This is an optimization exercise on Yosys and OpenROAD, whose aim is small area, not a production implementation.
Only simulation tests tie the RTL to the original design; equivalence was not proved.
Power and IR drop assume default switching activity.

## wip/delta
==> flow/design.v <==
`timescale 1ns/100ps
`default_nettype none
module cpuTop #(
	parameter logic [15:0] resetPc = '0
) (
	input wire clk,
	input wire rst,
	input wire [15:0] instr,
	output logic [15:0] instrAddr,
	output logic [15:0] dataAddr,
	output logic [15:0] dataWrData,
	output logic dataWrite,
	output logic dataRead,
	input wire [15:0] dataRdData
);
	localparam logic [2:0] sClr = 3'd0;   
	localparam logic [2:0] sEx  = 3'd1;   
	localparam logic [2:0] sBr  = 3'd2;   
	localparam logic [2:0] sLw  = 3'd3;   
	localparam logic [2:0] sSw  = 3'd4;   
	localparam logic [2:0] sInc = 3'd5;   
	logic [2:0] state;
	logic [1:0] phase;
	logic [15:0] regs [1:15];
	logic [15:0] pc;
	logic [15:0] xr;        
	logic aluC, incC, eqF;
	wire [3:0] op = instr[15:12];
	wire [3:0] rd = instr[11:8];
	wire [3:0] rs1 = instr[7:4];
	wire [3:0] rs2 = instr[3:0];
	wire ex = (state == sEx);
	wire isAddi = (op == 4'b1001);
	wire isMem = (op[3:2] == 2'b00) & (op[1:0] == 2'b01 || op[1:0] == 2'b10);
	wire isLw = (op == 4'b0001);
	wire isJmp = (op == 4'b0011);
	wire isBr = (op[3:1] == 3'b010);
	wire isAluR = (op == 4'b1000) || (op == 4'b1011) || (op == 4'b1100) || (op == 4'b1111);
	logic [3:0] selA;
	always_comb begin
		if (ex && isMem) selA = {2'b10, instr[9:8]};
		else if ((ex && isAddi) || state == sBr) selA = rd;
		else selA = rs1;
	end
	wire [3:0] portA = (selA == 4'd0) ? 4'd0 : regs[selA][3:0];
	wire [3:0] portB = (rs2 == 4'd0) ? 4'd0 : regs[rs2][3:0];
	logic [3:0] pcNib, immNib;
	always_comb begin
		case (phase)
			2'd0: pcNib = pc[3:0];
			2'd1: pcNib = pc[7:4];
			2'd2: pcNib = pc[11:8];
			default: pcNib = pc[15:12];
		endcase
	end
	always_comb begin
		immNib = 4'd0;
		if (isJmp) begin
			case (phase)
				2'd0: immNib = instr[3:0];
				2'd1: immNib = instr[7:4];
				2'd2: immNib = instr[11:8];
				default: immNib = {4{instr[11]}};
			endcase
		end else if (isMem) begin
			case (phase)
				2'd0: immNib = {instr[2:0], 1'b0};
				2'd1: immNib = instr[6:3];
				default: immNib = {4{instr[7]}};
			endcase
		end else begin
			case (phase)
				2'd0: immNib = instr[3:0];
				2'd1: immNib = instr[7:4];
				default: immNib = {4{instr[7]}};
			endcase
		end
	end
	wire doSub = ex & (isAluR & (op == 4'b1100));
	wire doNand = ex & (op == 4'b1011);
	wire doOr = ex & (op == 4'b1111);
	wire [3:0] aluA = (ex && isJmp) ? pcNib : portA;
	logic [3:0] aluB;
	always_comb begin
		if (state == sBr) aluB = 4'd0;
		else if (ex && (isAluR || isBr)) aluB = portB;
		else aluB = immNib;
	end
	wire cin = (phase == 2'd0) ? (doSub | (ex & isJmp)) : aluC;
	wire [4:0] sum = {1'b0, aluA} + {1'b0, doSub ? ~aluB : aluB} + {4'd0, cin};
	logic [3:0] aluY;
	always_comb begin
		if (doNand) aluY = ~(aluA & aluB);
		else if (doOr) aluY = aluA | aluB;
		else aluY = sum[3:0];
	end
	wire eqNib = (aluA == aluB);
	wire eqAll = eqNib & ((phase == 2'd0) | eqF);
	wire taken = (op[0] ? !eqAll : eqAll);
	wire incCin = (phase == 2'd0) ? 1'b1 : incC;
	wire [4:0] inc = {1'b0, pcNib} + {4'd0, incCin};
	logic [3:0] wrNib;
	logic [15:0] wrEn;
	always_comb begin
		wrEn = '0;
		wrNib = aluY;
		case (state)
			sClr: begin
				wrEn = '1;
				wrNib = 4'd0;
			end
			sEx: if (isAluR || isAddi) wrEn[rd] = 1'b1;
			sLw: begin
				wrEn[{2'b11, instr[11:10]}] = 1'b1;
				case (phase)
					2'd0: wrNib = dataRdData[3:0];
					2'd1: wrNib = dataRdData[7:4];
					2'd2: wrNib = dataRdData[11:8];
					default: wrNib = dataRdData[15:12];
				endcase
			end
			default: ;
		endcase
	end
	always_ff @(posedge clk) begin
		for (int i = 1; i < 16; i++) begin
			regs[i] <= {wrEn[i] ? wrNib : regs[i][3:0], regs[i][15:4]};
		end
	end
	logic [3:0] xNib;
	always_comb begin
		case (phase)
			2'd0: xNib = resetPc[3:0];
			2'd1: xNib = resetPc[7:4];
			2'd2: xNib = resetPc[11:8];
			default: xNib = resetPc[15:12];
		endcase
		if (state == sClr) ;  
		else if ((ex && (isMem || isJmp)) || state == sBr) xNib = aluY;
		else xNib = inc[3:0];
	end
	wire holdX = (state == sLw);
	wire [15:0] xNext = {xNib, xr[15:4]};
	always_ff @(posedge clk) begin
		if (!holdX) xr <= xNext;
		aluC <= sum[4];
		incC <= inc[4];
		eqF <= eqAll;
	end
	wire last = (phase == 2'd3);
	logic ldPc;
	logic [2:0] nextState;
	always_comb begin
		ldPc = 1'b0;
		nextState = sEx;
		case (state)
			sClr: ldPc = 1'b1;
			sEx: begin
				if (isMem) nextState = isLw ? sLw : sSw;
				else if (isBr && taken) nextState = sBr;
				else ldPc = 1'b1;
			end
			sLw: nextState = sInc;
			default: ldPc = 1'b1;
		endcase
	end
	always_ff @(posedge clk) begin
		if (last && ldPc) pc <= xNext;
	end
	always_ff @(posedge clk or posedge rst) begin
		if (rst) begin
			state <= sClr;
			phase <= 2'd0;
		end else begin
			phase <= phase + 2'd1;
			if (last) state <= nextState;
		end
	end
	assign instrAddr = pc;
	assign dataAddr = xr;
	assign dataRead = (state == sLw);
	assign dataWrite = (state == sSw) && (phase == 2'd0);
	always_comb begin
		case (instr[11:10])
			2'd0: dataWrData = regs[12];
			2'd1: dataWrData = regs[13];
			2'd2: dataWrData = regs[14];
			default: dataWrData = regs[15];
		endcase
	end
endmodule
`default_nettype wire
make LEC_CHECK=0 ABC_AREA=1 CAP_MARGIN=20 CORE_MARGIN=2 CORE_UTILIZATION=40 CTS_BUF_LIST=sky130_fd_sc_hd__clkbuf_2 SLEW_MARGIN=20 finish   # period 10.0 ns
run.sh (not shown) runs the stock make flow with config.mk's settings and CLKGATE_MAP_FILE= SYNTH_SCRIPT=/design/flow/synth_recipe.tcl, a recipe that flattens the netlist after the stock synthesis.
Input-level comparison between wip/quartz and wip/delta:
Settings: clearing CTS_BUF_LIST, which used to be sky130_fd_sc_hd__clkbuf_2.
==> flow/flow/run.sh (new file) <==
#!/bin/bash
# Own flow: the standard ORFS flow with three changes.
#  1. Synthesis is ORFS's own (synth_recipe.tcl via standard.sh) but its ABC step
#     uses flow/abc_area.script, an area-oriented mapping without ABC's
#     buffering and up-sizing. The registers are checked against the standard
#     synthesis; if they differ in any way, the standard netlist is used.
#  2. Port buffers are the smallest buffer, sky130_fd_sc_hd__buf_1.
#  3. Clock tree synthesis without dummy loads, with flow/cts_args.txt.
set -uo pipefail
W=$(pwd)
R=$W/orfs/results/$FLOW_PLATFORM/cpuTop/base

# 1. reference: the standard synthesis
bash standard.sh synth > $W/synth_standard.log 2>&1 || exit 1
cp $R/1_2_yosys.v $W/reference_1_2_yosys.v

# same synthesis scripts, own ABC script
cp -r $FLOW_HOME/scripts $W/myscripts
cp $W/flow/abc_area.script $W/myscripts/abc_area.script
rm -rf $W/orfs
if bash standard.sh synth SCRIPTS_DIR=$W/myscripts > $W/synth_own.log 2>&1 \
	&& python3 $W/flow/cmpregs.py $W/reference_1_2_yosys.v $R/1_2_yosys.v > $W/cmpregs.log 2>&1; then
	echo "using own synthesis"
else
	echo "own synthesis unusable; using the standard synthesis"
	rm -rf $W/orfs
	bash standard.sh synth > $W/synth_standard2.log 2>&1 || exit 1
fi

CTS="$(cat $W/flow/cts_args.txt)"
bash standard.sh finish "BUFFER_PORTS_ARGS=-buffer_cell sky130_fd_sc_hd__buf_1" "CTS_ARGS=$CTS" > $W/layout.log 2>&1 || exit 1
ls -l $W/out
==> flow/flow/abc_area.script (new file) <==
strash
&get -n
&fraig -x
&put
scorr
dc2
dretime
strash
&get -n
&dch -f
&nf
&put
==> flow/flow/cmpregs.py (new file) <==
#!/usr/bin/env python3
# Compare the registers (instance name and cell type, drive strength ignored)
# of two gate-level netlists; exit 1 if they differ.
import re, sys

def regs(path):
    text = open(path).read()
    out = {}
    for m in re.finditer(r'^\s*(sky130_fd_sc_hd__(\w+?)_\d+)\s+(\\\S+|\S+)\s*\(', text, re.M):
        base = m.group(2)
        if re.match(r'(df|edf|sdf|dl)', base):
            out[m.group(3)] = base
    return out

a, b = regs(sys.argv[1]), regs(sys.argv[2])
print(f"reference registers: {len(a)}, new: {len(b)}")
if a != b:
    for k in sorted(set(a) | set(b)):
        if a.get(k) != b.get(k):
            print("differs:", k, a.get(k), b.get(k))
    sys.exit(1)
print("registers match")
==> flow/flow/cts_args.txt (new file) <==
-sink_clustering_enable -repair_clock_nets -dont_use_dummy_load -buf_list sky130_fd_sc_hd__clkbuf_4
==> flow/standard.sh (new file) <==
#!/bin/bash
# synth_recipe.tcl (not shown) runs the flow's synth.tcl, then flattens the netlist and writes it again
# the make line also repeats each setting of config.mk as NAME=value (left out here)
make -C /OpenROAD-flow-scripts/flow DESIGN_CONFIG=/design/flow/config.mk WORK_HOME=/design/flow/orfs CLKGATE_MAP_FILE= SYNTH_SCRIPT=/design/flow/synth_recipe.tcl "${@:-finish}"
removed: flow/run.sh
Findings:
wip/quartz reached the end of the flow, and the finished layout is clean on the timing, design-rule and antenna checks. The slowest cell on the critical path comes out clkdlybuf4s50_1 in one run and nor3_1 in the other, namely in wip/delta and wip/quartz respectively. wip/delta ended up with simple AND/OR/NAND/NOR gates as its dominant combinational cell family by area after synthesis; wip/quartz ended up with compound AO/OA/AOI/OAI gates. Comparing wip/quartz and wip/delta, the lower iteration count of the initial detailed-routing pass is on wip/delta. Delta (wip/quartz minus wip/delta): synthesized cell count has decreased; actual slew at the worst max-slew pin saw a decrease.
diff inputs: wip/quartz => wip/maple
Settings: CTS_BUF_LIST newly set to sky130_fd_sc_hd__clkbuf_4.
==> flow/run.sh (new file) <==
#!/bin/bash
# synth_recipe.tcl (not shown) runs the flow's synth.tcl, then flattens the netlist and writes it again
# the make line also repeats each setting of config.mk as NAME=value (left out here)
make -C /OpenROAD-flow-scripts/flow DESIGN_CONFIG=/design/flow/config.mk WORK_HOME=/design/flow/orfs CLKGATE_MAP_FILE= SYNTH_SCRIPT=/design/flow/synth_recipe.tcl finish
removed: flow/flow/run.sh
removed: flow/flow/abc_area.script
removed: flow/flow/cmpregs.py
removed: flow/flow/cts_args.txt
removed: flow/standard.sh
==> comparison <==
Count of standard-cell rows up 3.6% in wip/maple wrt wip/quartz
Going from wip/quartz to wip/maple, fraction of the cycle the final worst path needs fell 3.7 points; non-clock buffer count fell 7.4%; xor-xnor portion of the synthesized cell area about even; combinational power rose about 40%; proportion of synthesized area in mux cells fell 7.2 points.
NOTE area used by multi-input combinational logic wip/quartz->wip/maple increased by a few percent
Against wip/quartz, wip/maple comes in 0.62 ns higher on flop-to-flop setup slack.
In wip/maple relative to wip/quartz, cell area after technology mapping had gone up by a few percent.
wip/maple ended up with nand2_1 as its most frequent standard cell in the layout excluding fill and tap cells; wip/quartz ended up with dfxtp_1.
Between wip/quartz and wip/maple, the final worst slack is lower for wip/quartz.
Relative to wip/quartz, final cell utilization of the core has gone up in wip/maple.
### wip/maple -> wip/indigo
Settings: CTS_BUF_LIST removed (was sky130_fd_sc_hd__clkbuf_4).
### Flow results
Delta(clock power, wip/indigo - wip/maple) > 0. On power: wip/indigo sits above wip/maple. wip/indigo and wip/maple ended up with roughly the same met2 track demand over resource in global routing. Relative to wip/maple, the peak supply drop measured on wip/indigo has increased slightly. Relative to wip/maple, cell area decreased by about 0.34% in wip/indigo. Lower source-to-sink clock delay at the later pin of the worst-skew pair among wip/maple and wip/indigo: wip/indigo. wip/indigo falls short of wip/maple in design internal power. Comparing wip/indigo against wip/maple, there is no change at all in worst path buffer plus inverter count.
## Diff of input files: wip/yarrow against wip/indigo
Settings: a deleted ABC_AREA that had been 1.
Results
- Compared with wip/indigo, wip/yarrow shows a lower sequential share of layout area.
- Final core utilization for wip/yarrow: 0.44 points up relative to wip/indigo
- Looking at leading cell type in the layout, fill and taps excluded, the dfxtp_1 result is from wip/yarrow; the nand2_1 one comes from wip/indigo.
- wip/indigo -> wip/yarrow: synthesized net count decreased by more than 10%
- wip/indigo was carried through to the last stage, and its layout satisfied the timing, design-rule and antenna checks.
- No stage failed in wip/yarrow, and the final checks on the layout all came back clean.
- Adder-cell area share of the yosys netlist delta (wip/indigo -> wip/yarrow): insignificant

[separate check: timing with driven ports]
The flow's constraints put no driver on any port. The routed layouts listed below were extracted and timed again, unchanged, in two steps.
Step 1 assumes that a clkbuf_16 drives the clock port and a buf_2 every other input.
Step 2 adds t to the input delays and takes it off the output delays; t is the mean of the earliest and latest rising clock arrival at the registers after step 1. Input paths then give back, and output paths get back, about the clock's delay inside the block.
Three values: ideal, step 1, step 2; two values: the first two.
run | shift t [ns] | slack for setup (ns) | worst register clock-pin slew, ns
wip/delta | 0.832 | 3.505 / 3.482 / 2.757 | 0.12 / 0.12
wip/quartz | 0.658 | 3.075 / 3.085 / 2.427 | 0.07 / 0.07
wip/maple | 0.694 | 3.446 / 3.446 / 2.771 | 0.08 / 0.08
wip/indigo | 0.577 | 3.376 / 3.398 / 2.822 | 0.07 / 0.07
wip/yarrow | 0.575 | 3.480 / 3.489 / 2.913 | 0.07 / 0.07
After both steps every run listed still meets setup and hold. For wip/delta, which loses most, drivers alone change the setup slack by -0.023 ns; drivers and shift together by -0.748 ns.
